What follows belongs to an exercise in optimizing a design on an open flow for small area; a production flow would make more cautious choices. RTL that was checked went through simulation tests only; none was proved equivalent to the original. No functional check of the RTL was part of run 1. Power is estimated from default activity; no workload was simulated.

--- flow/run.sh ---
#!/bin/bash
# Own layout flow: the standard ORFS flow (standard.sh) with these changes:
#  - ABC maps the logic with an area-oriented script (flow/abc_area.script) in
#    place of ORFS's speed script; every other synthesis step is unchanged, so
#    the registers, their names and cell types are the standard synthesis's;
#  - after synthesis, the platform's don't-use list is extended with the large
#    buffers and inverters (flow/dont_use.txt), so that repair fixes slew with
#    small buffers;
#  - the port buffers are buf_1 cells;
#  - CTS clusters up to 26 sinks per clkbuf_16 and inserts no dummy loads.
# Each make run's full output goes to a log file of its own in this folder.
set -euo pipefail
W=$(pwd)
rm -rf "$W/scripts"
cp -r "$FLOW_HOME/scripts" "$W/scripts"
cp "$W/flow/abc_area.script" "$W/scripts/abc_speed.script"
ARGS=("SCRIPTS_DIR=$W/scripts"
	"BUFFER_PORTS_ARGS=-buffer_cell sky130_fd_sc_hd__buf_1"
	"CTS_ARGS=-sink_clustering_enable -repair_clock_nets -dont_use_dummy_load -buf_list sky130_fd_sc_hd__clkbuf_16 -sink_clustering_size 26 -sink_clustering_max_diameter 100")
bash standard.sh "${ARGS[@]}" synth > "$W/synth.log" 2>&1
bash standard.sh "${ARGS[@]}" "DONT_USE_CELLS=$(cat "$W/flow/dont_use.txt")" finish > "$W/layout.log" 2>&1
--- flow/abc_area.script ---
&get -n
&st
&dch
&nf -a
&put
topo
stime -c
--- flow/dont_use.txt ---
sky130_fd_sc_hd__probe_p_8 sky130_fd_sc_hd__probec_p_8 sky130_fd_sc_hd__lpflow_bleeder_1 sky130_fd_sc_hd__lpflow_clkbufkapwr_1 sky130_fd_sc_hd__lpflow_clkbufkapwr_16 sky130_fd_sc_hd__lpflow_clkbufkapwr_2 sky130_fd_sc_hd__lpflow_clkbufkapwr_4 sky130_fd_sc_hd__lpflow_clkbufkapwr_8 sky130_fd_sc_hd__lpflow_clkinvkapwr_1 sky130_fd_sc_hd__lpflow_clkinvkapwr_16 sky130_fd_sc_hd__lpflow_clkinvkapwr_2 sky130_fd_sc_hd__lpflow_clkinvkapwr_4 sky130_fd_sc_hd__lpflow_clkinvkapwr_8 sky130_fd_sc_hd__lpflow_decapkapwr_12 sky130_fd_sc_hd__lpflow_decapkapwr_3 sky130_fd_sc_hd__lpflow_decapkapwr_4 sky130_fd_sc_hd__lpflow_decapkapwr_6 sky130_fd_sc_hd__lpflow_decapkapwr_8 sky130_fd_sc_hd__lpflow_inputiso0n_1 sky130_fd_sc_hd__lpflow_inputiso0p_1 sky130_fd_sc_hd__lpflow_inputiso1n_1 sky130_fd_sc_hd__lpflow_inputiso1p_1 sky130_fd_sc_hd__lpflow_inputisolatch_1 sky130_fd_sc_hd__lpflow_isobufsrc_1 sky130_fd_sc_hd__lpflow_isobufsrc_16 sky130_fd_sc_hd__lpflow_isobufsrc_2 sky130_fd_sc_hd__lpflow_isobufsrc_4 sky130_fd_sc_hd__lpflow_isobufsrc_8 sky130_fd_sc_hd__lpflow_isobufsrckapwr_16 sky130_fd_sc_hd__lpflow_lsbuf_lh_hl_isowell_tap_1 sky130_fd_sc_hd__lpflow_lsbuf_lh_hl_isowell_tap_2 sky130_fd_sc_hd__lpflow_lsbuf_lh_hl_isowell_tap_4 sky130_fd_sc_hd__lpflow_lsbuf_lh_isowell_4 sky130_fd_sc_hd__lpflow_lsbuf_lh_isowell_tap_1 sky130_fd_sc_hd__lpflow_lsbuf_lh_isowell_tap_2 sky130_fd_sc_hd__lpflow_lsbuf_lh_isowell_tap_4 sky130_fd_sc_hd__buf_6 sky130_fd_sc_hd__buf_8 sky130_fd_sc_hd__buf_12 sky130_fd_sc_hd__buf_16 sky130_fd_sc_hd__bufbuf_8 sky130_fd_sc_hd__bufbuf_16 sky130_fd_sc_hd__bufinv_8 sky130_fd_sc_hd__bufinv_16 sky130_fd_sc_hd__inv_6 sky130_fd_sc_hd__inv_8 sky130_fd_sc_hd__inv_12 sky130_fd_sc_hd__inv_16
--- standard.sh ---
#!/bin/bash
# synth_recipe.tcl (not shown) runs the flow's synth.tcl, then flattens the netlist and writes it again
# the make line also repeats each setting of config.mk as NAME=value (left out here)
make -C /OpenROAD-flow-scripts/flow DESIGN_CONFIG=/design/flow/config.mk WORK_HOME=/design/flow/orfs CLKGATE_MAP_FILE= SYNTH_SCRIPT=/design/flow/synth_recipe.tcl "${@:-finish}"
--- config.mk ---
export PLATFORM = sky130hd
export DESIGN_NAME = parking_lot_top
export DESIGN_NICKNAME = parking_lot_top
export VERILOG_FILES = /design/flow/design.v
export SDC_FILE = /design/flow/constraint.sdc
export NUM_CORES = 4
export LEC_CHECK = 0
export CAP_MARGIN = 20
export CORE_MARGIN = 2
export CORE_UTILIZATION = 40
export GPL_TIMING_DRIVEN = 0
export SLEW_MARGIN = 20
--- constraint.sdc ---
create_clock -name core_clock -period 10.0 [get_ports {clock}]
set_input_delay 2.0000 -clock core_clock [delete_from_list [all_inputs] [get_ports {clock}]]
set_output_delay 2.0000 -clock core_clock [all_outputs]
set_load 0.01 [all_outputs]
--- design.v ---
package parking_pkg;
	typedef logic [15:0] plate_t;
	typedef logic [2:0] floor_t;  
	typedef logic [7:0] fee_t;
	typedef enum logic {
		order_park,
		order_retrieve
	} order_kind_t;
	typedef enum logic [2:0] {
		st_idle,         
		st_plate_swap,   
		st_load,         
		st_travel_out,
		st_store,        
		st_pickup,       
		st_travel_home
	} elevator_state_t;
	localparam int NUM_FLOORS = 7;
	localparam int QUEUE_DEPTH = 8;
	localparam logic [3:0] CLASS_HANDICAPPED = 4'b1001;
	localparam logic [3:0] CLASS_HYBRID = 4'b1000;
	localparam fee_t FEE_MAX = 8'd255;
endpackage
`timescale 1ns/100ps
module order_queue (
	input logic clock,
	input logic reset,
	input logic park_req,
	input logic retrieve_req,
	input parking_pkg::plate_t order_plate,
	input logic order_take,
	output logic order_valid,
	output parking_pkg::order_kind_t order_kind,
	output parking_pkg::plate_t order_plate_q,
	output logic order_dropped
);
	parking_pkg::plate_t plate_mem [0:parking_pkg::QUEUE_DEPTH-1];
	logic kind_mem [0:parking_pkg::QUEUE_DEPTH-1];
	logic [parking_pkg::QUEUE_DEPTH-1:0] rd_hot;
	logic rd_lap;
	logic [2:0] wr_ptr;
	logic wr_lap;
	logic [parking_pkg::QUEUE_DEPTH-1:0] wr_hot;
	logic same_slot;
	logic strobe;
	logic full;
	logic push;
	always_comb begin
		for (int i = 0; i < parking_pkg::QUEUE_DEPTH; i++)
			wr_hot[i] = (wr_ptr == 3'(i));
	end
	assign same_slot = |(rd_hot & wr_hot);
	assign strobe = park_req || retrieve_req;
	assign full = same_slot && (rd_lap != wr_lap);
	assign push = strobe && !full;
	assign order_valid = !(same_slot && (rd_lap == wr_lap));
	always_comb begin
		logic kind_q;
		kind_q = 1'b0;
		order_plate_q = '0;
		for (int i = 0; i < parking_pkg::QUEUE_DEPTH; i++) begin
			order_plate_q = order_plate_q | (plate_mem[i] & {16{rd_hot[i]}});
			kind_q = kind_q | (kind_mem[i] & rd_hot[i]);
		end
		order_kind = parking_pkg::order_kind_t'(kind_q);
	end
	always_ff @(posedge clock) begin
		for (int i = 0; i < parking_pkg::QUEUE_DEPTH; i++) begin
			if (push && wr_hot[i]) begin
				plate_mem[i] <= order_plate;
				kind_mem[i] <= retrieve_req;
			end
		end
	end
	always_ff @(posedge clock or posedge reset) begin
		if (reset) begin
			rd_hot <= 8'b0000_0001;
			rd_lap <= 1'b0;
			wr_ptr <= '0;
			wr_lap <= 1'b0;
			order_dropped <= 1'b0;
		end else begin
			order_dropped <= strobe && full;
			if (push)
				{wr_lap, wr_ptr} <= {wr_lap, wr_ptr} + 1'b1;
			if (order_take) begin  
				rd_hot <= {rd_hot[6:0], rd_hot[7]};
				rd_lap <= rd_lap ^ rd_hot[7];
			end
		end
	end
endmodule
`timescale 1ns/100ps
module fee_meter (
	input logic clock,
	input logic start,    
	input logic run,      
	output logic [7:0] count
);
	logic step;
	assign step = run && !(&count);
	always_ff @(posedge clock) begin
		count <= start ? 8'd1 : count + {7'b0, step};
	end
endmodule
`timescale 1ns/100ps
module slot_table (
	input logic clock,
	input logic reset,
	input logic store_strobe,
	input parking_pkg::plate_t store_plate,
	input logic clear_strobe,
	input parking_pkg::floor_t spot_floor,
	input logic spot_place,
	input logic suv_query,
	input parking_pkg::plate_t hit_plate,
	output parking_pkg::floor_t free_floor,
	output logic free_place,
	output logic free_found,
	output parking_pkg::floor_t hit_floor,
	output logic hit_place,
	output logic hit_found,
	output logic [7:0] spot_count,
	output logic full_sedan,
	output logic full_suv
);
	parking_pkg::plate_t spots [1:parking_pkg::NUM_FLOORS][2];
	logic [7:0] counts [1:parking_pkg::NUM_FLOORS][2];
	logic valid [1:parking_pkg::NUM_FLOORS][2];
	logic sel [1:parking_pkg::NUM_FLOORS][2];
	always_comb begin
		for (int f = 1; f <= parking_pkg::NUM_FLOORS; f++)
			for (int p = 0; p < 2; p++)
				sel[f][p] = (spot_floor == parking_pkg::floor_t'(f)) && (spot_place == (p == 1));
	end
	always_ff @(posedge clock or posedge reset) begin
		if (reset) begin
			for (int f = 1; f <= parking_pkg::NUM_FLOORS; f++) begin
				valid[f][0] <= 1'b0;
				valid[f][1] <= 1'b0;
			end
		end else begin
			for (int f = 1; f <= parking_pkg::NUM_FLOORS; f++)
				for (int p = 0; p < 2; p++)
					if (sel[f][p] && (store_strobe || clear_strobe))
						valid[f][p] <= store_strobe;
		end
	end
	always_ff @(posedge clock) begin
		for (int f = 1; f <= parking_pkg::NUM_FLOORS; f++)
			for (int p = 0; p < 2; p++)
				if (sel[f][p] && store_strobe)
					spots[f][p] <= store_plate;
	end
	always_comb begin
		full_sedan = 1'b1;
		full_suv = 1'b1;
		for (int f = 1; f <= parking_pkg::NUM_FLOORS; f++) begin
			if (f % 2 == 0)
				full_sedan = full_sedan && valid[f][0] && valid[f][1];
			else
				full_suv = full_suv && valid[f][0] && valid[f][1];
		end
	end
	always_comb begin
		logic allowed;
		free_found = 1'b0;
		free_floor = '0;
		free_place = 1'b0;
		for (int f = 1; f <= parking_pkg::NUM_FLOORS; f++) begin
			allowed = (f % 2 == 1) ? (suv_query || full_sedan) : !suv_query;
			if (allowed && !free_found && !(valid[f][0] && valid[f][1])) begin
				free_found = 1'b1;
				free_floor = parking_pkg::floor_t'(f);
				free_place = valid[f][0];  
			end
		end
	end
	always_comb begin
		hit_found = 1'b0;
		hit_floor = '0;
		hit_place = 1'b0;
		spot_count = '0;
		for (int f = 1; f <= parking_pkg::NUM_FLOORS; f++) begin
			for (int p = 0; p < 2; p++) begin
				if (!hit_found && valid[f][p] && spots[f][p] == hit_plate) begin
					hit_found = 1'b1;
					hit_floor = parking_pkg::floor_t'(f);
					hit_place = (p == 1);
				end
				spot_count = spot_count | (counts[f][p] & {8{sel[f][p]}});
			end
		end
	end
	for (genvar f = 1; f <= parking_pkg::NUM_FLOORS; f++) begin : g_floor
		for (genvar p = 0; p < 2; p++) begin : g_place
			fee_meter meter_i (
				.clock(clock),
				.start(store_strobe && sel[f][p]),
				.run(valid[f][p] && !(clear_strobe && sel[f][p])),
				.count(counts[f][p])
			);
		end
	end
endmodule
`timescale 1ns/100ps
module elevator_controller (
	input logic clock,
	input logic reset,
	input logic order_valid,
	input parking_pkg::order_kind_t order_kind,
	input parking_pkg::plate_t order_plate_q,
	input parking_pkg::floor_t free_floor,
	input logic free_place,
	input logic free_found,
	input parking_pkg::floor_t hit_floor,
	input logic hit_place,
	input logic hit_found,
	input logic [7:0] spot_count,
	output logic order_take,
	output logic suv_query,
	output logic store_strobe,
	output parking_pkg::plate_t store_plate,
	output logic clear_strobe,
	output parking_pkg::floor_t spot_floor,
	output logic spot_place,
	output parking_pkg::floor_t current_floor,
	output logic plate_type,
	output logic park_done,
	output logic car_out,
	output parking_pkg::plate_t car_out_plate,
	output parking_pkg::fee_t fee,
	output logic order_rejected
);
	parking_pkg::elevator_state_t state;
	parking_pkg::elevator_state_t state_next;
	parking_pkg::order_kind_t kind_r;  
	parking_pkg::plate_t plate_r;
	logic swap_needed;
	logic load_reject;
	logic arriving_home;
	logic [3:0] car_class;
	assign swap_needed = (order_plate_q[0] != plate_type);
	assign load_reject = (plate_r == '0) || !free_found;
	assign suv_query = plate_r[0];
	assign order_take = (state == parking_pkg::st_idle) && order_valid;
	assign store_strobe = (state == parking_pkg::st_store);
	assign clear_strobe = (state == parking_pkg::st_pickup);
	assign store_plate = plate_r;
	assign park_done = (state == parking_pkg::st_store);
	assign car_out_plate = plate_r;
	assign car_class = plate_r[15:12];
	always_comb begin
		if (car_class == parking_pkg::CLASS_HANDICAPPED)
			fee = '0;
		else if (car_class == parking_pkg::CLASS_HYBRID)
			fee = spot_count;
		else
			fee = spot_count[7] ? parking_pkg::FEE_MAX : {spot_count[6:0], 1'b0};
	end
	assign order_rejected = (order_take && order_kind == parking_pkg::order_retrieve && !hit_found)
		|| (state == parking_pkg::st_load && load_reject);
	assign arriving_home = (current_floor == 3'd1)
		&& (state == parking_pkg::st_pickup
		|| (state == parking_pkg::st_travel_home && kind_r == parking_pkg::order_retrieve));
	always_comb begin
		state_next = state;
		case (state)
			parking_pkg::st_idle: begin
				if (order_valid) begin
					if (order_kind == parking_pkg::order_park)
						state_next = swap_needed ? parking_pkg::st_plate_swap : parking_pkg::st_load;
					else if (hit_found)
						state_next = swap_needed ? parking_pkg::st_plate_swap
							: parking_pkg::st_travel_out;
				end
			end
			parking_pkg::st_plate_swap: begin
				state_next = (kind_r == parking_pkg::order_park) ? parking_pkg::st_load
					: parking_pkg::st_travel_out;
			end
			parking_pkg::st_load:
				state_next = load_reject ? parking_pkg::st_idle : parking_pkg::st_travel_out;
			parking_pkg::st_travel_out: begin
				if (parking_pkg::floor_t'(current_floor + 3'd1) == spot_floor)
					state_next = (kind_r == parking_pkg::order_park) ? parking_pkg::st_store
						: parking_pkg::st_pickup;
			end
			parking_pkg::st_store, parking_pkg::st_pickup:
				state_next = (current_floor == 3'd1) ? parking_pkg::st_idle
					: parking_pkg::st_travel_home;
			parking_pkg::st_travel_home: begin
				if (current_floor == 3'd1)
					state_next = parking_pkg::st_idle;
			end
			default: state_next = parking_pkg::st_idle;
		endcase
	end
	always_ff @(posedge clock or posedge reset) begin
		if (reset) begin
			state <= parking_pkg::st_idle;
			current_floor <= '0;
			plate_type <= 1'b0;  
			car_out <= 1'b0;
		end else begin
			state <= state_next;
			car_out <= arriving_home;
			case (state)
				parking_pkg::st_plate_swap: plate_type <= !plate_type;
				parking_pkg::st_travel_out: current_floor <= current_floor + 3'd1;
				parking_pkg::st_store, parking_pkg::st_travel_home, parking_pkg::st_pickup:
					current_floor <= current_floor - 3'd1;  
				default: ;
			endcase
		end
	end
	always_ff @(posedge clock) begin
		if (order_take) begin
			plate_r <= order_plate_q;
			kind_r <= order_kind;
			spot_floor <= hit_floor;  
			spot_place <= hit_place;
		end else if (state == parking_pkg::st_load) begin
			spot_floor <= free_floor;
			spot_place <= free_place;
		end
	end
endmodule
`timescale 1ns/100ps
module parking_lot_top (
	input logic clock,
	input logic reset,
	input logic park_req,
	input logic retrieve_req,
	input parking_pkg::plate_t order_plate,
	output parking_pkg::floor_t current_floor,
	output logic plate_type,
	output logic park_done,
	output parking_pkg::floor_t park_floor,
	output logic park_place,
	output logic car_out,
	output parking_pkg::plate_t car_out_plate,
	output parking_pkg::fee_t fee,
	output logic order_rejected,
	output logic order_dropped,
	output logic full_sedan,
	output logic full_suv
);
	logic order_valid;
	logic order_take;
	parking_pkg::order_kind_t order_kind;
	parking_pkg::plate_t order_plate_q;
	logic suv_query;
	parking_pkg::plate_t store_plate;
	logic store_strobe;
	logic clear_strobe;
	parking_pkg::floor_t free_floor;
	logic free_place;
	logic free_found;
	parking_pkg::floor_t hit_floor;
	logic hit_place;
	logic hit_found;
	logic [7:0] spot_count;
	order_queue queue_i (
		.clock(clock),
		.reset(reset),
		.park_req(park_req),
		.retrieve_req(retrieve_req),
		.order_plate(order_plate),
		.order_take(order_take),
		.order_valid(order_valid),
		.order_kind(order_kind),
		.order_plate_q(order_plate_q),
		.order_dropped(order_dropped)
	);
	elevator_controller controller_i (
		.clock(clock),
		.reset(reset),
		.order_valid(order_valid),
		.order_kind(order_kind),
		.order_plate_q(order_plate_q),
		.free_floor(free_floor),
		.free_place(free_place),
		.free_found(free_found),
		.hit_floor(hit_floor),
		.hit_place(hit_place),
		.hit_found(hit_found),
		.spot_count(spot_count),
		.order_take(order_take),
		.suv_query(suv_query),
		.store_strobe(store_strobe),
		.store_plate(store_plate),
		.clear_strobe(clear_strobe),
		.spot_floor(park_floor),
		.spot_place(park_place),
		.current_floor(current_floor),
		.plate_type(plate_type),
		.park_done(park_done),
		.car_out(car_out),
		.car_out_plate(car_out_plate),
		.fee(fee),
		.order_rejected(order_rejected)
	);
	slot_table slots_i (
		.clock(clock),
		.reset(reset),
		.store_strobe(store_strobe),
		.store_plate(store_plate),
		.clear_strobe(clear_strobe),
		.spot_floor(park_floor),
		.spot_place(park_place),
		.suv_query(suv_query),
		.hit_plate(order_plate_q),
		.free_floor(free_floor),
		.free_place(free_place),
		.free_found(free_found),
		.hit_floor(hit_floor),
		.hit_place(hit_place),
		.hit_found(hit_found),
		.spot_count(spot_count),
		.full_sedan(full_sedan),
		.full_suv(full_suv)
	);
endmodule
==> results of run 1 <==
-- Yosys cell counts, types with 5 or more instances --
library cell,count,area (um^2)
xnor2_1,101,885
o2bb2ai_1,8,70.1
and2_0,7,43.8
or3_1,6,37.5
nor4_1,31,194
xor2_1,48,420
clkinv_1,39,146
ha_1,37,463
o221ai_1,5,43.8
dfxtp_1,112,2240
a22oi_1,33,248
nor2_1,168,631
o211ai_1,11,82.6
a21oi_1,48,240
o22ai_1,28,175
nor2b_1,20,125
and4_1,13,114
edfxtp_1,381,11400
nand3_1,64,320
or2_0,15,93.8
a221oi_1,25,219
a22o_1,12,105
a21boi_0,5,37.5
a31oi_1,11,68.8
nand4_1,31,194
o21ai_0,69,345
a211oi_1,12,90.1
nor3_1,40,200
a311oi_1,9,78.8
and3_1,19,119
nand2_1,170,638
a221o_1,24,240
nor3b_1,6,45.0
dfrtp_1,35,876
a222oi_1,32,320
nand2b_1,9,56.3
a2111oi_0,11,96.3
-- flip-flops by register name (all words and copies together), names as in the netlist, 3 cells and up --
| register | count |
|---|---|
| queue_i.wr_ptr | 3 |
| controller_i.current_floor | 3 |
| slots_i.valid | 14 |
| slots_i.spots | 224 |
| queue_i.plate_mem | 128 |
| controller_i.plate_r | 16 |
| queue_i.kind_mem | 8 |
| slots_i.g_floor.g_place.meter_i.count | 112 |
| controller_i.state | 3 |
| queue_i.rd_hot | 8 |
| controller_i.spot_floor | 3 |
-- cell families after synthesis --
logic type	synth area share [%]
AOI/OAI and AO/OA	12.0
xor gates and xnor gates	5.91
adders and majority gates	2.10
buffers and inverters	0.697
DFF	66.1
muxes	0.153
and+or+nand+nor	13.1
-- stage by stage --
stage | TNS, ns | std cells | setup slack [ns]
floorplan | 0 | 1731 | 3.51
global placement | -0.544 | 2492 | -0.544
detailed placement | 0 | 2519 | 2.59
CTS | 0 | 2543 | 1.93
global route | 0 | 2545 | 1.78
finish | 0 | 2546 | 2.16
-- worst reg2reg max path, stage by stage, from the launching register on --
cell,delay (ns)
dfrtp_1,0.72
a222oi_1,0.44
a21boi_0,0.64
and2_2,0.75
o22ai_1,0.20
a221oi_1,0.25
nand2_1,0.08
a2111oi_1,0.79
nor4_1,0.22
nand4_1,0.23
nor4_2,0.14
nor4_1,0.68
mux2_1,0.39
-- worst paths after layout --
path | to | slack [ns] | cells past startpoint | startpoint
setup / recovery | order_rejected | 2.16 | 12 | queue_i.rd_hot[1]$_DFFE_PP0P_
hold / removal | queue_i.wr_lap$_DFFE_PP0P_ | 0.49 | 1 | queue_i.wr_lap$_DFFE_PP0P_
setup reg to reg | controller_i.state[0]$_DFFE_PP0P_ | 4.37 | 12 | queue_i.rd_hot[1]$_DFFE_PP0P_
hold reg to reg | queue_i.wr_lap$_DFFE_PP0P_ | 0.49 | 1 | queue_i.wr_lap$_DFFE_PP0P_
max in group asynchronous | slots_i.valid[10]$_DFFE_PP0P_ | 8.01 | 3 | reset
min in group asynchronous | slots_i.valid[0]$_DFFE_PP0P_ | 1.33 | 2 | reset
-- metal layers --
metal / track usage (%) / wire length [um] / vias to the layer above / share of wire [%]
li1: - / - / 6919 / -
met1: 30.2 / 26700 / 7642 / 44
met2: 35.0 / 28800 / 581 / 47
met3: 2.14 / 4300 / 72 / 7.0
met4: 4.73 / 1220 / 0 / 2.0
met5: 0 / 0 / - / 0
-- final cells by class --
cell class              count  area [um^2]
multi-input cells        1162         7550
fillers                  5010        30700
flip-flops and latches    529        14600
well taps                 704          881
clock buffers              24          601
diodes                      1         2.50
repair buffers             86          407
plain buffers               1         7.51
inverters                  39          149
-- where the power goes --
part / internal (mW) / switching [mW] / total (mW)
logic: 0.0373 / 0.127 / 0.164
clock network: 0.431 / 0.644 / 1.08
registers: 2.46 / 0.0393 / 2.50
==> metrics.md, run 1 <==
| Metric | Value |
|---|---|
| Clock edge transition at the registers on the reported setup and hold paths | ~0.10 ns |
| FFs w/ async S/R, synth | 6.81% |
| Die W | 239 um |
| Net count after synthesis | 1788 |
| CTS tree | built |
| Remaining Overflow, GRT | 0 |
| Cell Area, Placed | 0.0236 mm^2 |
| Top FF cell, synth | edfxtp_1 |
| Setup bufs post-CTS | 0 |
| Synth-to-layout area growth | 9.55% |
| Post-Route Skew | 0.0533 ns |
| Most common cell after layout, fill and taps aside | edfxtp_1 |
| Global-route usage over all layers | between 20% and 30% |
| Most common cell type on the critical path | nand4_1 |
| Post-synth EDFFs | 381 |
| Count of max-cap constraint violations | 0 |
| Initial DRC Count | 1801 |
| Die Outline Area | 0.0571 mm^2 |
| Cell class contributing the biggest share of worst-path delay | simple AND/OR/NAND/NOR gates |
| Die outline height | approximately 240 um |
| Synth warn | 13 |
| CTS Buf Count | 24 |
| DP HPWL | 38900 um |
| Share of the yosys chip area belonging to registers | 66.1% |
| Setup repair after global routing missed its margin | false |
| Vias | approximately 15000 |
| Per-cell routed wire length | 24.0 um |
| Clk buf depth | 3 |
| Number of max-slew violations in the final report | 0 |
| Core Util, Final | 44.1% |
| Num ports | 58 |
| Synth cell types | 55 |
| Number of standard cells after synthesis | 1731 |
| Worst skew pair latency | 0.59 ns |
| Critical path peak fanout | 25 |
| Gpl congestion | 0.857 |
| Fraction of layout cells with a size suffix above 1 | 5.43% |
| Power after layout | 3.74 mW |
| Relative slew slack | between 20% and 30% |
| Clock H-tree levels | 1 |
| Cells along the critical path | a222oi_1 > a21boi_0 > and2_2 > a2111oi_0 > nand4_1 > nand4_1 > nor4_1 > nand4_1 > nor4_2 > nand2_1 > o31ai_1 > buf_1 |
| Startpoint-to-endpoint class of the critical path | flop to primary output |
| Clock tree root buffer cell | clkbuf_16 |
| Largest net degree at the start of global routing | 30 |
| Synthesized cell area | 0.0221 mm^2 |
| Most used cells in the layout excluding fill and tap cells | edfxtp_1, nand2_1, nor2_1 |
| Slowest stage cell on the critical path | and2_2 |
| Run status | no timing/DRC/antenna violations |
| First-pass iteration count of the detailed router | 9 |
| First-pass GRT wire length | 90700 um |
| Worst Path Buf+Inv | 1 |
| Total count of hold-check failures in the final report | 0 |
| Class of the tightest hold or removal check | flop to flop |
| Hold slack | 0.493 ns |
| Core Region | 0.0549 mm^2 |
| Number of antenna violations at the first check in global routing | 0 |
| Mean cell area of the mapped netlist | 12.8 um^2 |
| CP required | 8.00 ns |
| Number of flip-flops and latches in the synthesized netlist | 529 |
| Areal power density over the cells | 155 mW/mm^2 |
| Launching element type of the critical path | flop |
| Number of DRC violations after detailed routing | 0 |
| Static power due to leakage | 7.60 nW |
| Time the final worst path needs with I/O delays and setup | 7.84 ns |
| Number of buffer cells added on primary ports | 57 |
| Final instance area | between 0.02 and 0.025 mm^2 |
| Rows | 86 |
| CTS hold repair buffers | 0 |
| Detailed-route vias per instance | 5.98 |
| Slowest stage delay, CP | 0.75 ns |
| Arrival @ worst endpoint | roughly 5.8 ns |
| Initial standard-cell utilization of the core | between 40% and 50% |
| Final WL | 61100 um |
| Final setup vio count | 0 |
| Peak supply drop | 104 uV |
| Fmax | between 100 and 150 MHz |
| Tcrit/Tclk final | 78.4% |
| Antenna viol nets, final | 0 |
| Via count of the first global-routing pass | 14400 |
| Sort of element at the end of the critical path | primary output |
| # clock sinks | 529 |
| Number of nets in the layout | 1900 |
| Number of gates given a new drive strength after cts | 0 |
| Least-Margin Pin Slew | 1.13 ns |
==> inputs of run 2 (changes only) <==
--- a/design.v
+++ b/design.v
@@ -235,20 +235,20 @@
 	parking_pkg::elevator_state_t state;
 	parking_pkg::elevator_state_t state_next;
 	parking_pkg::order_kind_t kind_r;  
-	parking_pkg::plate_t plate_r;
+	logic [15:1] plate_r;  
 	logic swap_needed;
 	logic load_reject;
 	logic arriving_home;
 	logic [3:0] car_class;
 	assign swap_needed = (order_plate_q[0] != plate_type);
-	assign load_reject = (plate_r == '0) || !free_found;
-	assign suv_query = plate_r[0];
+	assign load_reject = ({plate_r, plate_type} == '0) || !free_found;
+	assign suv_query = plate_type;
 	assign order_take = (state == parking_pkg::st_idle) && order_valid;
 	assign store_strobe = (state == parking_pkg::st_store);
 	assign clear_strobe = (state == parking_pkg::st_pickup);
-	assign store_plate = plate_r;
+	assign store_plate = {plate_r, plate_type};
 	assign park_done = (state == parking_pkg::st_store);
-	assign car_out_plate = plate_r;
+	assign car_out_plate = {plate_r, plate_type};
 	assign car_class = plate_r[15:12];
 	always_comb begin
 		if (car_class == parking_pkg::CLASS_HANDICAPPED)
@@ -316,7 +316,7 @@
 	end
 	always_ff @(posedge clock) begin
 		if (order_take) begin
-			plate_r <= order_plate_q;
+			plate_r <= order_plate_q[15:1];
 			kind_r <= order_kind;
 			spot_floor <= hit_floor;  
 			spot_place <= hit_place;
--- a/flow/run.sh
+++ b/flow/run.sh
@@ -7,7 +7,7 @@
 #    buffers and inverters (flow/dont_use.txt), so that repair fixes slew with
 #    small buffers;
 #  - the port buffers are buf_1 cells;
-#  - CTS clusters up to 26 sinks per clkbuf_16 and inserts no dummy loads.
+#  - CTS clusters up to 18 sinks per clkbuf_8 and inserts no dummy loads.
 # Each make run's full output goes to a log file of its own in this folder.
 set -euo pipefail
 W=$(pwd)
@@ -16,6 +16,6 @@
 cp "$W/flow/abc_area.script" "$W/scripts/abc_speed.script"
 ARGS=("SCRIPTS_DIR=$W/scripts"
 	"BUFFER_PORTS_ARGS=-buffer_cell sky130_fd_sc_hd__buf_1"
-	"CTS_ARGS=-sink_clustering_enable -repair_clock_nets -dont_use_dummy_load -buf_list sky130_fd_sc_hd__clkbuf_16 -sink_clustering_size 26 -sink_clustering_max_diameter 100")
+	"CTS_ARGS=-sink_clustering_enable -repair_clock_nets -dont_use_dummy_load -buf_list sky130_fd_sc_hd__clkbuf_8 -sink_clustering_size 18 -sink_clustering_max_diameter 80")
 bash standard.sh "${ARGS[@]}" synth > "$W/synth.log" 2>&1
 bash standard.sh "${ARGS[@]}" "DONT_USE_CELLS=$(cat "$W/flow/dont_use.txt")" finish > "$W/layout.log" 2>&1
==> run 2 against run 1 <==
  * Sequential power about the same
  * Count of clock-buffer cells in the layout grew 11
  * Area after synthesis fell by 0.22%
  * Worst setup slack better by 0.11 ns
  * Power is 3.5% lower
  * Via count down 1.0%
  * Non-clock buffer count is the same
  * Global-route usage shrank 0.18 points
  * Sequential cell count fell by 1
  * Die area down 0.22%
  * Critical path depth is 1 higher
  * Synthesized cell count down 1.4%
  * Largest cell class unchanged
==> metrics.md, run 2 <==
| Metric | Value |
|---|---|
| Run status | no timing/DRC/antenna violations |
| FFs w/ async S/R, synth | 6.82% |
| Via count of the first global-routing pass | ~15000 |
| Synth-to-layout area growth | 8.96% |
| Number of antenna violations at the first check in global routing | 1 |
| Total count of hold-check failures in the final report | 0 |
| Largest net degree at the start of global routing | 37 |
| Number of nets in the layout | 1887 |
| Most common cell after layout, fill and taps aside | edfxtp_1 |
| Count of max-cap constraint violations | 0 |
| Synth warn | 13 |
| Per-cell routed wire length | 23.7 um |
| Synthesized cell area | roughly 0.022 mm^2 |
| Hold path startpoint | queue_i.wr_lap$_DFFE_PP0P_ |
| CTS hold repair buffers | 0 |
| # clock sinks | 528 |
| Sort of element at the end of the critical path | primary output |
| Gpl congestion | 0.844 |
| Tcrit/Tclk final | 77.3% |
| Grt peak-use layer | met2 |
| Startpoint-to-endpoint class of the critical path | flop to primary output |
| CTS tree | built |
| Fraction of layout cells with a size suffix above 1 | 5.85% |
| Core Region | ~0.055 mm^2 |
| Launching element type of the critical path | flop |
| Critical path peak fanout | 22 |
| Registers with the most flip-flops | slots_i.spots: 224 flops, queue_i.plate_mem: 128 flops, slots_i.g_floor.g_place.meter_i.count: 112 flops |
| Setup repair after global routing missed its margin | false |
| Clk buf depth | 3 |
| Number of DRC violations after detailed routing | 0 |
| Time the final worst path needs with I/O delays and setup | between 7 and 8 ns |
| Synth cell types | 62 |
| Rows | 86 |
| Met1 routing resource usage after global routing | 28.7% |
| Areal power density over the cells | between 150 and 200 mW/mm^2 |
| Top cells by area, synth | edfxtp_1, dfxtp_1, dfrtp_1, xnor2_1, nor2_1 |
| Worst setup slack for register-to-register paths | 4.91 ns |
| First-pass GRT wire length | 89800 um |
| Clock tree root buffer cell | clkbuf_8 |
| Cell with the most instances after synthesis | edfxtp_1 |
| Vias | around 15000 |
| Register bank with the most flops | slots_i.spots |
| Least-Margin Pin Slew | 1.18 ns |
| DP HPWL | 37800 um |
| Number of standard cells after synthesis | 1707 |
| Antenna viol nets, final | 0 |
| Biggest area consumer among synthesized cells | edfxtp_1 |
| Met2 Usage GRT | 33.3% |
| Die outline height | between 200 and 250 um |
| Static power due to leakage | about 7.5 nW |
| Final setup vio count | 0 |
| Fraction of synthesized cell area taken by the top area cell type | 51.8% |
| CP required | about 8 ns |
| Setup bufs post-CTS | 0 |
| CTS Buf Count | 35 |
| Final WL | roughly 60000 um |
| Number of max-slew violations in the final report | 0 |
| Initial standard-cell utilization of the core | 40.2% |
| Die Outline Area | roughly 0.057 mm^2 |
| Fmax | 129 MHz |
| Initial DRC Count | 1616 |
| Class of the tightest hold or removal check | flop to flop |
| Setup TNS after final layout | 0 ns |
| Arrival @ worst endpoint | 5.73 ns |
| Global-route usage over all layers | 21.0% |
| Clock H-tree levels | 2 |
| Die W | 239 um |
| Post-Route Skew | about 0.080 ns |
| Crit. Startpoint | queue_i.rd_hot[1]$_DFFE_PP0P_ |
| Leading post-synthesis cells by instance count | edfxtp_1, nor2_1, nand2_1 |
| Number of buffer cells added on primary ports | between 50 and 60 |
| Number of flip-flops and latches in the synthesized netlist | 528 |
| Clock edge transition at the registers on the reported setup and hold paths | 0.11 ns |
| Detailed-route vias per instance | around 5.9 |
| Worst skew pair latency | approximately 0.63 ns |
| First-pass iteration count of the detailed router | 8 |
| Most used cells in the layout excluding fill and tap cells | edfxtp_1, nor2_1, nand2_1 |
| Number of gates given a new drive strength after cts | 0 |
| Flip-flop count of the largest register after layout | 224 |
| Mean cell area of the mapped netlist | 12.9 um^2 |
| Power after layout | 3.61 mW |
| Net count after synthesis | 1764 |
| Origin of the critical flop-to-flop path | queue_i.rd_hot[1]$_DFFE_PP0P_ |
| GR met3 Demand/Resource | between 4 and 5% |
| Share of the yosys chip area belonging to registers | 66.1% |
| Relative slew slack | 21.2% |
| Peak supply drop | roughly 99 uV |
| Top FF cell, synth | edfxtp_1 |
| Post-synth EDFFs | 380 |
| Num ports | 58 |
| Remaining Overflow, GRT | 0 |
-- run 2: cell types whose count changed in the layout (fill, tap and decap cells not counted), sizes merged, moves of 5 or more --
| cell | change |
|---|---|
| nand3 | -5 |
| nor2b | -6 |
| nand2 | -17 |
| clkbuf | +11 |
| o211ai | -9 |
| xor2 | +16 |
| xnor2 | -15 |
| a22oi | +10 |
| a21oi | -6 |
| o21ai | -8 |
| o221ai | +9 |
| a222oi | +5 |
| nor3 | -8 |
-- run 2: cell families after synthesis --
group | count (synthesis) | share of synthesized area (%)
buffers and inverters | 38 | 0.664
adders and majority gates | 37 | 2.10
xor gates and xnor gates | 150 | 5.96
DFF | 528 | 66.1
AOI/OAI and AO/OA | 368 | 12.4
and+or+nand+nor | 586 | 12.8
-- run 2: report_power, final --
group	switching (mW)	internal, mW
Combinational	0.121	0.0354
Sequential	0.0364	2.46
Clock	0.643	0.318
-- run 2: critical path, cell delays in order (launching register included) --
cell,delay (ns)
dfrtp_1,0.75
a222oi_1,0.44
a21boi_0,0.47
and2_2,0.73
a22o_1,0.24
nor4_1,0.06
and4_1,0.25
nor4_1,0.52
and4b_1,0.35
nand4_1,0.19
nor3b_1,0.49
nand2_1,0.10
o22ai_1,0.35
buf_1,0.21
-- run 2: cell type report --
class / instances / area [um^2]
timing repair buffer: 86 / 420
multi-input combinational: 1141 / 7520
fill: 4971 / 30800
inverter: 37 / 140
tap: 704 / 881
clock buffer: 35 / 482
buffer: 1 / 7.51
antenna: 1 / 2.50
sequential: 528 / 14600
-- run 2: final timing paths --
kind	to	depth (start not counted)
setup / recovery	order_rejected	13
hold / removal	queue_i.wr_lap$_DFFE_PP0P_	1
setup reg to reg	controller_i.spot_place$_DFFE_PP_	12
hold reg to reg	queue_i.wr_lap$_DFFE_PP0P_	1
max in group asynchronous	queue_i.wr_ptr[1]$_DFFE_PP0P_	2
min in group asynchronous	slots_i.valid[4]$_DFFE_PP0P_	2
-- run 2: layer usage --
layer | vias to the layer above | part of all wire [%] | routed length [um]
li1 | 6882 | - | -
met1 | 7530 | 43 | 25700
met2 | 551 | 46 | 27600
met3 | 95 | 8.2 | 4900
met4 | 0 | 2.9 | 1730
met5 | - | 0 | 0
-- run 2: per-stage QoR --
stage	cell area [um^2]	worst slack (ns)	hold WS [ns]	utilization, %	cells
3_3_place_gp	23100	0.146	0.477	42.2	2468
2_1_floorplan	22000	3.47	0.455	-	1707
6_report	24000	2.27	0.502	43.8	2533
5_1_grt	24000	1.95	0.536	43.8	2533
3_5_place_dp	23500	2.95	0.484	42.9	2495
4_1_cts	24000	2.28	0.503	43.8	2530
==> inputs of run 3 (changes only) <==
==> flow/abc_area.script (replaced) <==
&get -n
&st
&dch
&nf -a
&put
strash
&get -n
&st
&dch
&nf -a
&put
topo
stime -c
==> run 3 against run 2 <==
  * Still clean on timing, DRC and antenna
  * Count of clock-buffer cells in the layout is the same
  * Fmax grew 3.3%
  * Clock skew fell by 0.014 ns
  * First-iteration DRC count increased by 8.5%
  * Non-clock buffer count decreased by 16
  * Area after synthesis shrank 0.20%
  * Clock power rose by 0.7%
  * Design area is 1.2% lower
  * Utilization barely moved
  * Worst hold slack lost 0.011 ns
  * Critical path type unchanged
  * Largest power group unchanged
==> metrics.md, run 3 <==
| Metric | Value |
|---|---|
| CTS hold repair buffers | 0 |
| Fmax | 134 MHz |
| Run status | no timing/DRC/antenna violations |
| Synth cell types | between 50 and 60 |
| Antenna viol nets, final | 0 |
| Relative slew slack | 24.3% |
| Die outline height | 238 um |
| Top cells by area, synth | edfxtp_1, dfxtp_1, dfrtp_1, xnor2_1, a22oi_1 |
| Clk buf depth | 3 |
| Core Region | 0.0541 mm^2 |
| Most used cells in the layout excluding fill and tap cells | edfxtp_1, nand2_1, dfxtp_1 |
| Count of max-cap constraint violations | 0 |
| Number of DRC violations after detailed routing | 0 |
| Register bank with the most flops | slots_i.spots |
| Number of gates given a new drive strength after cts | 0 |
| Rows | 85 |
| Registers with the most flip-flops | slots_i.spots: 224 flops, queue_i.plate_mem: 128 flops, slots_i.g_floor.g_place.meter_i.count: 112 flops |
| Static power due to leakage | ~7.5 nW |
| Setup repair after global routing missed its margin | false |
| Time the final worst path needs with I/O delays and setup | 7.48 ns |
| DP HPWL | 37900 um |
| Synthesized cell area | 0.0220 mm^2 |
| Cell count of the worst hold path | 1 |
| Die W | 238 um |
| Most common cell after layout, fill and taps aside | edfxtp_1 |
| Origin of the critical flop-to-flop path | queue_i.rd_hot[3]$_DFFE_PP0P_ |
| Share of the yosys chip area belonging to registers | 66.2% |
| Total count of hold-check failures in the final report | 0 |
| Num ports | 58 |
| Tcrit/Tclk final | 74.8% |
| Peak supply drop | 103 uV |
| Net count after synthesis | 1725 |
| Sort of element at the end of the critical path | primary output |
| Leading post-synthesis cells by instance count | edfxtp_1, nand2_1, dfxtp_1 |
| Post-Route Skew | 0.0658 ns |
| Flip-flop count of the largest register after layout | about 220 |
| Final WL | 60800 um |
| Number of buffer cells added on primary ports | between 50 and 60 |
| Startpoint-to-endpoint class of the critical path | flop to primary output |
| Fraction of layout cells with a size suffix above 1 | 4.29% |
| Initial DRC Count | 1754 |
| Clock edge transition at the registers on the reported setup and hold paths | 0.11 ns |
| Via count of the first global-routing pass | 14600 |
| Number of diodes | 0 |
| Number of flip-flops and latches in the synthesized netlist | 528 |
| CP required | roughly 8.0 ns |
| Die Outline Area | 0.0569 mm^2 |
| Number of antenna violations at the first check in global routing | 0 |
| End of the worst hold path | queue_i.wr_lap$_DFFE_PP0P_ |
| Cell with the most instances after synthesis | edfxtp_1 |
| Areal power density over the cells | approximately 150 mW/mm^2 |
| CTS tree | built |
| Arrival @ worst endpoint | about 5.5 ns |
| Worst skew pair latency | 0.63 ns |
| FFs w/ async S/R, synth | just under 7% |
| Number of standard cells after synthesis | 1668 |
| First-pass iteration count of the detailed router | 6 |
| Worst setup slack for register-to-register paths | 5.08 ns |
| Synth-to-layout area growth | 7.91% |
| Endpoint of the lowest-slack register-to-register path | controller_i.spot_floor[0]$_DFFE_PP_ |
| Vias | 15100 |
| Detailed-route vias per instance | 6.11 |
| Critical path peak fanout | 22 |
| Largest net degree at the start of global routing | 37 |
| CTS Buf Count | 35 |
| Per-cell routed wire length | 24.6 um |
| Class of the tightest hold or removal check | flop to flop |
| Top FF cell, synth | edfxtp_1 |
| Remaining Overflow, GRT | 0 |
| Global-route usage over all layers | 21.3% |
| Setup bufs post-CTS | 0 |
| Synth warn | 13 |
| Post-synth EDFFs | 380 |
| Cell depth of the worst flop-to-flop path | 11 |
| Mean cell area of the mapped netlist | around 13 um^2 |
| Hold path startpoint | queue_i.wr_lap$_DFFE_PP0P_ |
| Final setup vio count | 0 |
| Crit. Startpoint | queue_i.rd_hot[2]$_DFFE_PP0P_ |
| Number of max-slew violations in the final report | 0 |
| Biggest area consumer among synthesized cells | edfxtp_1 |
| Setup TNS after final layout | 0 ns |
| Gpl congestion | 0.862 |
| Launching element type of the critical path | flop |
| Fraction of synthesized cell area taken by the top area cell type | 51.9% |
| Clock tree root buffer cell | clkbuf_8 |
| Hold slack | roughly 0.49 ns |
| Clock H-tree levels | 2 |
| Initial standard-cell utilization of the core | between 40% and 50% |
| # clock sinks | 528 |
| Number of nets in the layout | 1832 |
| Least-Margin Pin Slew | approximately 1.1 ns |
| First-pass GRT wire length | 90800 um |
## run 3: cell count changes in the layout (fill, tap and decap cells not counted), sizes merged, moves of 16 or more
| cell | previous run | this run |
|---|---|---|
| nand2 | 153 | 113 |
| nor3 | 32 | 51 |
| buf | 86 | 70 |
| nor2 | 172 | 109 |
| xor2 | 64 | 47 |
| a31oi | 8 | 29 |
| a22oi | 43 | 78 |
| and3 | 18 | 40 |
## run 3: metrics by stage
step	cells	utilization, %	instance area [um^2]	setup slack, ns	power [mW]
after floorplan	1668	-	22000	4.57	2.62
after global placement	2421	42.6	23100	2.48	2.68
after detailed placement	2433	42.9	23200	3.27	2.70
after CTS	2468	43.8	23700	2.59	3.65
after global routing	2469	43.8	23700	2.29	3.74
final	2469	43.8	23700	2.52	3.62
## run 3: cell families after synthesis
family	synth area share, %
adders and majority gates	2.11
and+or+nand+nor	12.1
DFF	66.2
xor gates and xnor gates	5.06
muxes	0.307
buffers and inverters	0.819
AOI/OAI and AO/OA	13.4
## run 3: worst max-delay path by stage
stage	to	cells after the start
floorplan	order_rejected	9
global placement	order_rejected	10
detailed placement	order_rejected	10
CTS	order_rejected	10
global route	order_rejected	10
finish	order_rejected	10
## run 3: final cells by class
type / count / area [um^2]
multi-input cells: 1093 / 7320
plain buffers: 1 / 7.51
fillers: 4901 / 30400
clock buffers: 35 / 482
inverters: 46 / 174
flip-flops and latches: 528 / 14600
repair buffers: 70 / 318
well taps: 696 / 871
## run 3: power breakdown
group | internal, mW | switching, mW | total (mW)
registers | 2.46 | 0.0343 | 2.49
clock network | 0.318 | 0.650 | 0.968
logic | 0.0334 | 0.124 | 0.157
total | 2.81 | 0.808 | 3.62
## run 3: layer usage
layer	routed length (um)	GRT usage (%)	vias up
li1	-	-	6804
met2	29000	35.4	598
met3	4070	3.07	91
met4	1420	5.44	0
met5	0	0	-
met1	26300	29.5	7603
## run 3: worst max-delay path, cell delays in order (launching register included)
cell	delay, ns
dfrtp_1	0.76
a222oi_1	0.41
a21boi_0	0.58
and2_2	0.75
a21oi_1	0.18
and3_1	0.20
nand4_1	0.26
nand4_1	0.37
or3_1	0.51
o32ai_1	0.63
buf_1	0.21
==> inputs of run 4 (changes only) <==
==> flow/run.sh (replaced) <==
#!/bin/bash
# Own layout flow: the standard ORFS flow (standard.sh) with these changes:
#  - synthesis is ORFS's own synth.tcl, except that its single abc call maps
#    the logic with each of the area-oriented ABC scripts flow/abc_try_*.script
#    and keeps the smallest mapping (flow/abc_multi.tcl); abc maps only the
#    combinational logic, so the registers, their names and cell types are the
#    standard synthesis's;
#  - after synthesis, the platform's don't-use list is extended with the large
#    buffers and inverters (flow/dont_use.txt), so that repair fixes slew with
#    small buffers;
#  - the port buffers are buf_1 cells;
#  - CTS clusters up to 14 sinks per clkbuf_8 and inserts no dummy loads.
# Each make run's full output goes to a log file of its own in this folder.
set -euo pipefail
W=$(pwd)
rm -rf "$W/scripts"
cp -r "$FLOW_HOME/scripts" "$W/scripts"
cp "$W/flow/abc_multi.tcl" "$W"/flow/abc_try_*.script "$W/scripts/"
python3 - "$W/scripts/synth.tcl" <<'PY'
import sys
p = sys.argv[1]
s = open(p).read()
old = "  log_cmd abc {*}$abc_args\n"
assert s.count(old) == 1, "synth.tcl: abc call not found"
open(p, "w").write(s.replace(old, "  source $::env(SCRIPTS_DIR)/abc_multi.tcl\n"))
PY
export ABC_TRY_SCRIPTS="$(ls "$W"/scripts/abc_try_*.script | tr '\n' ' ')"
ARGS=("SCRIPTS_DIR=$W/scripts"
	"BUFFER_PORTS_ARGS=-buffer_cell sky130_fd_sc_hd__buf_1"
	"CTS_ARGS=-sink_clustering_enable -repair_clock_nets -dont_use_dummy_load -buf_list sky130_fd_sc_hd__clkbuf_8 -sink_clustering_size 14 -sink_clustering_max_diameter 60")
bash standard.sh "${ARGS[@]}" synth > "$W/synth.log" 2>&1
grep "abc_multi:" "$W/orfs/logs/$FLOW_PLATFORM/parking_lot_top/base/1_2_yosys.log" || true
bash standard.sh "${ARGS[@]}" "DONT_USE_CELLS=$(cat "$W/flow/dont_use.txt")" finish > "$W/layout.log" 2>&1
==> flow/abc_multi.tcl (new file) <==
# Maps the design with each ABC script in ABC_TRY_SCRIPTS and keeps the
# mapping with the smallest cell area. Sourced by synth.tcl in place of its
# single abc call; abc maps only the combinational logic, so the registers are
# the same whichever mapping is kept.
design -save abc_multi_pre
set abc_multi_best_area ""
set abc_multi_best ""
foreach abc_multi_script $::env(ABC_TRY_SCRIPTS) {
  design -load abc_multi_pre
  set abc_multi_args [lreplace $abc_args 1 1 $abc_multi_script]
  log_cmd abc {*}$abc_multi_args
  set abc_multi_stat [tee -q -s result.string stat {*}$lib_args]
  if { ![regexp {Chip area for (?:top )?module '[^']*': ([0-9.eE+-]+)} $abc_multi_stat -> abc_multi_area] } {
    error "abc_multi: no area for $abc_multi_script"
  }
  puts "abc_multi: $abc_multi_script area $abc_multi_area"
  if { $abc_multi_best_area eq "" || $abc_multi_area < $abc_multi_best_area } {
    set abc_multi_best_area $abc_multi_area
    set abc_multi_best $abc_multi_script
    design -save abc_multi_best
  }
}
design -load abc_multi_best
puts "abc_multi: kept $abc_multi_best area $abc_multi_best_area"
==> flow/abc_try_a2.script (new file) <==
&get -n
&st
&dch
&nf -a
&put
topo
stime -c
==> flow/abc_try_b3.script (new file) <==
strash
ifraig
dc2
&get -n
&st
&dch
&nf -a
&put
topo
stime -c
==> flow/abc_try_b4.script (new file) <==
&get -n
&st
&dch
&nf -a
&put
strash
&get -n
&st
&dch
&nf -a
&put
topo
stime -c
==> flow/abc_try_c3.script (new file) <==
&get -n
&st
&dch -f
&nf -a
&put
strash
&get -n
&st
&dch -f
&nf -a
&put
topo
stime -c
==> flow/abc_try_c6.script (new file) <==
&get -n
&st
&dch
&nf -a
&put
strash
&get -n
&st
&dch
&nf -a -E 10
&put
topo
stime -c
==> flow/abc_try_e3.script (new file) <==
&get -n
&st
&dch
&nf -a
&put
strash
&get -n
&st
&dch
&nf -a
&put
mfs3 -a
topo
stime -c
removed: flow/abc_area.script
==> run 4 against run 3 <==
  * Still clean on timing, DRC and antenna
  * Critical path depth increased by 2
  * Non-clock buffer count increased by 3
  * Worst setup slack improved by 0.34 ns
  * Count of clock-buffer cells in the layout increased by 11
  * First-iteration DRC count increased by 0.17%
  * Global-route usage decreased by 0.075 points
  * Register-to-register slack got worse by 0.02 ns
  * Final cell count increased by 0.81%
  * Sequential cell count unchanged
  * Critical path type unchanged
  * Largest cell class unchanged
==> metrics.md, run 4 <==
| Metric | Value |
|---|---|
| Share of the yosys chip area belonging to registers | approximately two thirds |
| Fill cell total of the finished layout | 4931 |
| Clock H-tree levels | 2 |
| Area taken by multi-input logic gates | 0.00720 mm^2 |
| Initial DRC Count | about 1800 |
| Arrival @ worst endpoint | 5.14 ns |
| Met2 Usage GRT | roughly a third |
| Origin of the critical flop-to-flop path | queue_i.rd_hot[1]$_DFFE_PP0P_ |
| Startpoint-to-endpoint class of the critical path | flop to primary output |
| First-pass GRT wire length | 89900 um |
| Number of gates given a new drive strength after cts | 0 |
| Count of max-cap constraint violations | 0 |
| Remaining Overflow, GRT | 0 |
| Synth warn | 13 |
| Gpl congestion | 0.882 |
| Setup repair after global routing missed its margin | false |
| Antenna viol nets, final | 0 |
| Timing endpoint of the critical path | order_rejected |
| Largest net degree at the start of global routing | 36 |
| DP HPWL | approximately 38000 um |
| CTS Buf Count | between 40 and 50 |
| Number of DRC violations after detailed routing | 0 |
| Met1 routing resource usage after global routing | slightly below 30% |
| Worst setup slack for register-to-register paths | 5.06 ns |
| Cells along the critical path | a222oi_1 > and3_2 > clkinv_1 > xnor2_1 > nand4_1 > nor4_1 > and3_1 > or4_1 > nor2b_1 > nand2_1 > o32ai_1 > buf_1 |
| Critical path peak fanout | 20 |
| Total count of hold-check failures in the final report | 0 |
| Most common cell after layout, fill and taps aside | edfxtp_1 |
| GR met3 Demand/Resource | 3.83% |
| Global-route usage over all layers | 21.3% |
| Leading post-synthesis cells by instance count | edfxtp_1, nand2_1, dfxtp_1, nor2_1, xnor2_1 |
| Class of the tightest hold or removal check | flop to flop |
| Slowest stage delay, CP | 0.76 ns |
| Final setup vio count | 0 |
| Mean cell area of the mapped netlist | around 13 um^2 |
| Cell with the most instances after synthesis | edfxtp_1 |
| Vias | 15100 |
| Sequential cell area | roughly 0.015 mm^2 |
| Grt peak-use layer | met2 |
| Flip-flop count of the largest register after layout | roughly 220 |
| Synth cell types | 53 |
| Number of max-slew violations in the final report | 0 |
| Die outline height | 238 um |
| Fraction of layout cells with a size suffix above 1 | slightly above 5% |
| Areal power density over the cells | ~160 mW/mm^2 |
| Time the final worst path needs with I/O delays and setup | 7.14 ns |
| Cell depth of the worst flop-to-flop path | 12 |
| Least-Margin Pin Slew | 1.13 ns |
| First-pass iteration count of the detailed router | 9 |
| Most used cells in the layout excluding fill and tap cells | edfxtp_1, nand2_1, dfxtp_1 |
| Number of nets in the layout | 1852 |
| Crit. Startpoint | queue_i.rd_hot[1]$_DFFE_PP0P_ |
| Synthesized cell area | about 0.022 mm^2 |
| Rows | 85 |
| Clock edge transition at the registers on the reported setup and hold paths | about 0.09 ns |
| Slowest stage cell on the critical path | dfrtp_1 |
| Sort of element at the end of the critical path | primary output |
| CTS hold repair buffers | 0 |
| Synth-to-layout area growth | 8.76% |
| Initial standard-cell utilization of the core | 40.5% |
| Static power due to leakage | 7.61 nW |
| Fmax | 140 MHz |
| Detailed-route vias per instance | 6.08 |
| CTS tree | built |
| Net count after synthesis | ~1700 |
| Number of diodes | 0 |
| Biggest area consumer among synthesized cells | edfxtp_1 |
| Relative slew slack | 24.6% |
| Launching element type of the critical path | flop |
| Run status | no timing/DRC/antenna violations |
| Top cells by area, synth | edfxtp_1, dfxtp_1, dfrtp_1, xnor2_1, a22oi_1 |
| Worst skew pair latency | 0.63 ns |
| Clock tree root buffer cell | clkbuf_8 |
| Clk buf depth | 3 |
| Via count of the first global-routing pass | ~14000 |
| Core Region | 0.0540 mm^2 |
| Number of cells after detailed placement | 2443 |
| Per-cell routed wire length | 24.5 um |
| Endpoint of the lowest-slack register-to-register path | controller_i.spot_floor[0]$_DFFE_PP_ |
| Setup TNS after final layout | 0 ns |
| Power after layout | 3.74 mW |
| Die W | roughly 240 um |
| CP required | 8.00 ns |
| Top FF cell, synth | edfxtp_1 |
| Post-Route Skew | 0.0377 ns |
| Register bank with the most flops | slots_i.spots |
| Post-synth EDFFs | 380 |
| Num ports | 58 |
| Die Outline Area | 0.0566 mm^2 |
| Fraction of synthesized cell area taken by the top area cell type | about 52% |
| Number of antenna violations at the first check in global routing | 0 |
| Number of flip-flops and latches in the synthesized netlist | approximately 530 |
| FFs w/ async S/R, synth | 6.82% |
| Non-Filler Instances | 2489 |
| Hold path startpoint | queue_i.wr_lap$_DFFE_PP0P_ |
| # clock sinks | roughly 530 |
| Setup bufs post-CTS | 0 |
| Peak supply drop | 85.5 uV |
| Final WL | 60900 um |
| Number of buffer cells added on primary ports | 57 |
| Number of standard cells after synthesis | 1674 |
| Tcrit/Tclk final | 71.4% |
| Registers with the most flip-flops | slots_i.spots: 224 flops, queue_i.plate_mem: 128 flops, slots_i.g_floor.g_place.meter_i.count: 112 flops |
-- run 4: changes by cell type after synthesis, sizes merged, moves of 3 or more --
cell,change
nor2b,+3
and3,-4
o21ai,+7
nand2,+7
clkinv,+11
a21o,-3
a2bb2oi,-10
a21oi,+10
o2bb2ai,-6
or3,-3
nor2,+3
-- run 4: worst min-delay path by stage --
stage / cells after the start / endpoint
2_1_floorplan: 1 / queue_i.wr_lap$_DFFE_PP0P_
3_5_place_dp: 1 / queue_i.wr_lap$_DFFE_PP0P_
4_1_cts: 1 / queue_i.wr_lap$_DFFE_PP0P_
3_3_place_gp: 1 / queue_i.wr_lap$_DFFE_PP0P_
5_1_grt: 1 / queue_i.wr_lap$_DFFE_PP0P_
6_report: 1 / queue_i.wr_lap$_DFFE_PP0P_
-- run 4: final cells by class --
cell class                 instances  area share (%)
buffer                             1          0.0315
clock buffer                      46            2.66
inverter                          57           0.904
multi-input combinational       1088            30.2
sequential                       528            61.1
tap                              696            3.66
timing repair buffer              73            1.39
-- run 4: cells by family (layout without fill, tap and decap cells) --
kind of cell / Yosys count / count (layout) / share of synthesized area, %
adders and majority gates: 37 / 37 / 2.11
xor gates and xnor gates: 128 / 128 / 5.12
AOI/OAI and AO/OA: 399 / 399 / 13.0
DFF: 528 / 528 / 66.5
muxes: 6 / 6 / 0.309
and+or+nand+nor: 518 / 518 / 12.0
buffers and inverters: 58 / 177 / 1.01
-- run 4: report_power, final --
group	switching [mW]	internal (mW)	leakage [nW]
logic	0.124	0.0351	2.87
clock network	0.678	0.411	0.331
registers	0.0351	2.46	4.41
total	0.838	2.90	7.61
-- run 4: stage by stage --
stage	hold slack [ns]	worst slack [ns]	cell area (um^2)	util, %
floorplan	0.460	4.66	21900	-
global placement	0.477	2.43	23000	42.5
detailed placement	0.485	3.56	23200	42.9
CTS	0.496	2.82	23800	44.1
global route	0.502	2.59	23800	44.1
finish	0.494	2.86	23800	44.1
-- run 4: critical path, delay by kind of cell (launching register included) --
kind                      cells  cell delay, ns
and+or+nand+nor               7            1.93
DFF                           1            0.76
AOI/OAI and AO/OA             2            1.03
buffers and inverters         2            0.55
xor gates and xnor gates      1            0.21
-- run 4: metal layers --
metal	share of wire, %	vias up
li1	-	6805
met5	0	-
met3	9.1	108
met1	42	7523
met2	46	697
met4	2.7	0
==> inputs of run 5 (changes only) <==
--- a/flow/run.sh
+++ b/flow/run.sh
@@ -9,7 +9,7 @@
 #    buffers and inverters (flow/dont_use.txt), so that repair fixes slew with
 #    small buffers;
 #  - the port buffers are buf_1 cells;
-#  - CTS clusters up to 14 sinks per clkbuf_8 and inserts no dummy loads.
+#  - CTS clusters up to 26 sinks per clkbuf_16 and inserts no dummy loads.
 # Each make run's full output goes to a log file of its own in this folder.
 set -euo pipefail
 W=$(pwd)
@@ -27,7 +27,7 @@
 export ABC_TRY_SCRIPTS="$(ls "$W"/scripts/abc_try_*.script | tr '\n' ' ')"
 ARGS=("SCRIPTS_DIR=$W/scripts"
 	"BUFFER_PORTS_ARGS=-buffer_cell sky130_fd_sc_hd__buf_1"
-	"CTS_ARGS=-sink_clustering_enable -repair_clock_nets -dont_use_dummy_load -buf_list sky130_fd_sc_hd__clkbuf_8 -sink_clustering_size 14 -sink_clustering_max_diameter 60")
+	"CTS_ARGS=-sink_clustering_enable -repair_clock_nets -dont_use_dummy_load -buf_list sky130_fd_sc_hd__clkbuf_16 -sink_clustering_size 26 -sink_clustering_max_diameter 100")
 bash standard.sh "${ARGS[@]}" synth > "$W/synth.log" 2>&1
 grep "abc_multi:" "$W/orfs/logs/$FLOW_PLATFORM/parking_lot_top/base/1_2_yosys.log" || true
 bash standard.sh "${ARGS[@]}" "DONT_USE_CELLS=$(cat "$W/flow/dont_use.txt")" finish > "$W/layout.log" 2>&1
==> run 5 against run 4 <==
  * Clock power barely moved
  * Combinational power barely moved
  * Count of clock-buffer cells in the layout fell by 22
  * Final cell count fell by 0.88%
  * Area after synthesis did not move
  * Design area fell by 0.14%
  * Via count fell by 0.56%
  * Clock skew rose by 0.00059 ns
  * Worst hold slack improved by 0.0010 ns
  * Critical path depth did not move
  * Utilization fell by 0.060 points
  * Sequential cell count did not move
  * Critical path type unchanged
  * Critical endpoint unchanged
  * Largest power group unchanged
==> metrics.md, run 5 <==
| Metric | Value |
|---|---|
| Crit. Startpoint | queue_i.rd_hot[3]$_DFFE_PP0P_ |
| Biggest area consumer among synthesized cells | edfxtp_1 |
| First-pass iteration count of the detailed router | 9 |
| CTS tree | built |
| Number of gates given a new drive strength after cts | 0 |
| Number of max-slew violations in the final report | 0 |
| Global-route usage over all layers | a little over a fifth |
| Static power due to leakage | 7.57 nW |
| Num ports | 58 |
| Top FF cell, synth | edfxtp_1 |
| Synth cell types | between 50 and 60 |
| Share of power burned in combinational logic | under 10% |
| CTS hold repair buffers | 0 |
| Count of max-cap constraint violations | 0 |
| Number of DRC violations after detailed routing | 0 |
| Hold slack | approximately 0.5 ns |
| Arrival @ worst endpoint | approximately 5.2 ns |
| Sort of element at the end of the critical path | primary output |
| Fmax | 140 MHz |
| Detailed-route vias per instance | between 6 and 7 |
| CP required | 8.00 ns |
| Net count after synthesis | between 1500 and 2000 |
| Clock tree root buffer cell | clkbuf_16 |
| Areal power density over the cells | 157 mW/mm^2 |
| Final setup vio count | 0 |
| Total count of hold-check failures in the final report | 0 |
| Cell depth of the worst flop-to-flop path | 12 |
| Gpl congestion | 0.882 |
| Worst skew pair latency | 0.58 ns |
| Remaining Overflow, GRT | 0 |
| Class of the tightest hold or removal check | flop to flop |
| Number of buffer cells added on primary ports | 57 |
| Part of the power in the clock network | 28.9% |
| Cell with the most instances after synthesis | edfxtp_1 |
| Via count of the first global-routing pass | 14100 |
| Synth-to-layout area growth | 8.61% |
| Share of the yosys chip area belonging to registers | 66.5% |
| Portion of total power attributed to sequential cells | 66.8% |
| Time the final worst path needs with I/O delays and setup | between 7 and 8 ns |
| Number of diodes | 0 |
| Initial standard-cell utilization of the core | 40.5% |
| Clock H-tree levels | 1 |
| Timing endpoint of the critical path | order_rejected |
| Die W | 238 um |
| Run status | no timing/DRC/antenna violations |
| Setup bufs post-CTS | 0 |
| Fraction of synthesized cell area taken by the top area cell type | 52.1% |
| Post-Route Skew | 0.0383 ns |
| Worst setup slack for register-to-register paths | between 5 and 6 ns |
| Slowest stage cell on the critical path | dfrtp_1 |
| Synthesized cell area | 0.0219 mm^2 |
| Post-synth EDFFs | 380 |
| Origin of the critical flop-to-flop path | queue_i.rd_hot[3]$_DFFE_PP0P_ |
| Peak supply drop | 118 uV |
| Launching element type of the critical path | flop |
| Register bank with the most flops | slots_i.spots |
| Antenna viol nets, final | 0 |
| Core Region | 0.0540 mm^2 |
| Synth warn | 13 |
| Setup repair after global routing missed its margin | false |
| Top cells by area, synth | edfxtp_1, dfxtp_1, dfrtp_1, xnor2_1, a22oi_1 |
| Most used cells in the layout excluding fill and tap cells | edfxtp_1, nand2_1, dfxtp_1 |
| Die outline height | 238 um |
| # clock sinks | 528 |
| Number of antenna violations at the first check in global routing | 0 |
| DP HPWL | 37500 um |
| Clock edge transition at the registers on the reported setup and hold paths | around 0.1 ns |
| Die Outline Area | approximately 0.057 mm^2 |
| Least-Margin Pin Slew | roughly 1.1 ns |
| CTS Buf Count | 24 |
| Internal power | 2.92 mW |
| Psw | 0.808 mW |
| Flip-flop count of the largest register after layout | 224 |
| Endpoint of the lowest-slack register-to-register path | controller_i.spot_floor[0]$_DFFE_PP_ |
| Rows | 85 |
| Leading post-synthesis cells by instance count | edfxtp_1, nand2_1, dfxtp_1, nor2_1, xnor2_1 |
| Registers with the most flip-flops | slots_i.spots: 224 flops, queue_i.plate_mem: 128 flops, slots_i.g_floor.g_place.meter_i.count: 112 flops |
| FFs w/ async S/R, synth | a little under 7% |
| Tcrit/Tclk final | 71.5% |
| Cells along the critical path | a222oi_1 > and3_2 > clkinv_1 > xnor2_1 > nand4_1 > nor4_1 > and3_1 > or4_1 > nor2b_1 > nand2_1 > o32ai_1 > buf_1 |
| First-pass GRT wire length | 88900 um |
| Fraction of layout cells with a size suffix above 1 | 4.01% |
| Final WL | 60000 um |
| Largest net degree at the start of global routing | 36 |
| Relative slew slack | around a quarter |
| Startpoint-to-endpoint class of the critical path | flop to primary output |
| Clk buf depth | 3 |
| Slowest stage delay, CP | about 0.78 ns |
| Most common cell after layout, fill and taps aside | edfxtp_1 |
| Mean cell area of the mapped netlist | roughly 13 um^2 |
| Net Sw Frac | a little over a fifth |
| Initial DRC Count | 1932 |
| Number of standard cells after synthesis | 1674 |
| Setup TNS after final layout | 0 ns |
| Number of flip-flops and latches in the synthesized netlist | 528 |
| Critical path peak fanout | 20 |
| Number of nets in the layout | 1830 |
| Vias | 15000 |
| Per-cell routed wire length | about 24 um |
==> run 5: cell counts after synthesis <==
No cell type changed its count.
==> run 5: logic make-up after synthesis <==
logic type               after synthesis  share of synthesized area (%)
AO/OA/AOI/OAI                        399                           13.0
XOR/XNOR                             128                           5.12
adder cells (fa/ha/maj)               37                           2.11
buffers and inverters                 58                           1.01
flip-flops                           528                           66.5
multiplexers                           6                          0.309
AND/OR/NAND/NOR                      518                           12.0
==> run 5: power by group through the flow <==
| stage | Combinational [mW] | Clock (mW) | Sequential [mW] |
|---|---|---|---|
| global placement | 0.141 | 0 | 2.54 |
| CTS | 0.162 | 1.10 | 2.49 |
| finish | 0.159 | 1.08 | 2.49 |
| global route | 0.176 | 1.18 | 2.50 |
| floorplan | 0.0828 | 0 | 2.53 |
| detailed placement | 0.162 | 0 | 2.54 |
==> run 5: layout make-up <==
cell class                 count  area (um^2)
fill                        4933        30200
sequential                   528        14600
multi-input combinational   1088         7200
tap                          696          871
clock buffer                  24          601
timing repair buffer          73          332
inverter                      57          215
buffer                         1         7.51
==> run 5: per-stage QoR <==
stage / utilization [%] / total power, mW / cell area, um^2 / std cells / setup slack (ns)
global route: 44.0 / 3.85 / 23800 / 2467 / 2.68
finish: 44.0 / 3.73 / 23800 / 2467 / 2.85
global placement: 42.5 / 2.68 / 23000 / 2427 / 2.43
floorplan: - / 2.62 / 21900 / 1674 / 4.66
CTS: 44.0 / 3.76 / 23800 / 2467 / 2.92
detailed placement: 42.9 / 2.71 / 23200 / 2443 / 3.56
==> run 5: how the worst min path moves through the flow <==
stage	startpoint	to	slack (ns)	cells past startpoint
CTS	queue_i.wr_lap$_DFFE_PP0P_	queue_i.wr_lap$_DFFE_PP0P_	0.50	1
floorplan	queue_i.wr_lap$_DFFE_PP0P_	queue_i.wr_lap$_DFFE_PP0P_	0.46	1
finish	queue_i.wr_lap$_DFFE_PP0P_	queue_i.wr_lap$_DFFE_PP0P_	0.50	1
global placement	queue_i.wr_lap$_DFFE_PP0P_	queue_i.wr_lap$_DFFE_PP0P_	0.48	1
global route	queue_i.wr_lap$_DFFE_PP0P_	queue_i.wr_lap$_DFFE_PP0P_	0.50	1
detailed placement	queue_i.wr_lap$_DFFE_PP0P_	queue_i.wr_lap$_DFFE_PP0P_	0.48	1
==> run 5: critical path: cells and delay by family, from the launching register on <==
kind | cells | cell delay [ns]
buffers and inverters | 2 | 0.56
flip-flops | 1 | 0.78
XOR/XNOR | 1 | 0.21
AND/OR/NAND/NOR | 7 | 1.90
AO/OA/AOI/OAI | 2 | 1.09
==> run 5: layer usage <==
metal  global-route usage [%]  vias up  part of all wire [%]
li1                         -     6777                     -
met1                     29.8     7504                    42
met2                     33.5      683                    46
met3                     3.01       85                   9.2
met4                     5.30        0                   2.3
met5                        0        -                     0

-- port drivers added, routing unchanged --
In the flow no input, the clock included, has a driving cell. The finished layouts below were timed again as built, in two steps.
Step 1 sets driving cells, clkbuf_16 on the clock port and buf_2 on the other inputs (assumed; they add their load-dependent delay and slew).
Step 2 adds t to the input delays and takes it off the output delays; t is the mean of the earliest and latest rising clock arrival at the registers after step 1. Input paths then give back, and output paths get back, about the clock's delay inside the block.
Slacks: no drivers / after step 1 / after step 2; pairs: no drivers / after step 1.
run	t (ns)	slack for setup (ns)	worst setup path at the end
run 1	0.632	2.156 / 2.091 / 2.723	register to output
run 2	0.648	2.267 / 2.213 / 2.861	register to output
run 3	0.657	2.517 / 2.461 / 3.118	register to output
run 4	0.672	2.860 / 2.808 / 3.480	register to output
run 5	0.617	2.845 / 2.787 / 3.405	register to output
After both steps every run listed still meets setup and hold.
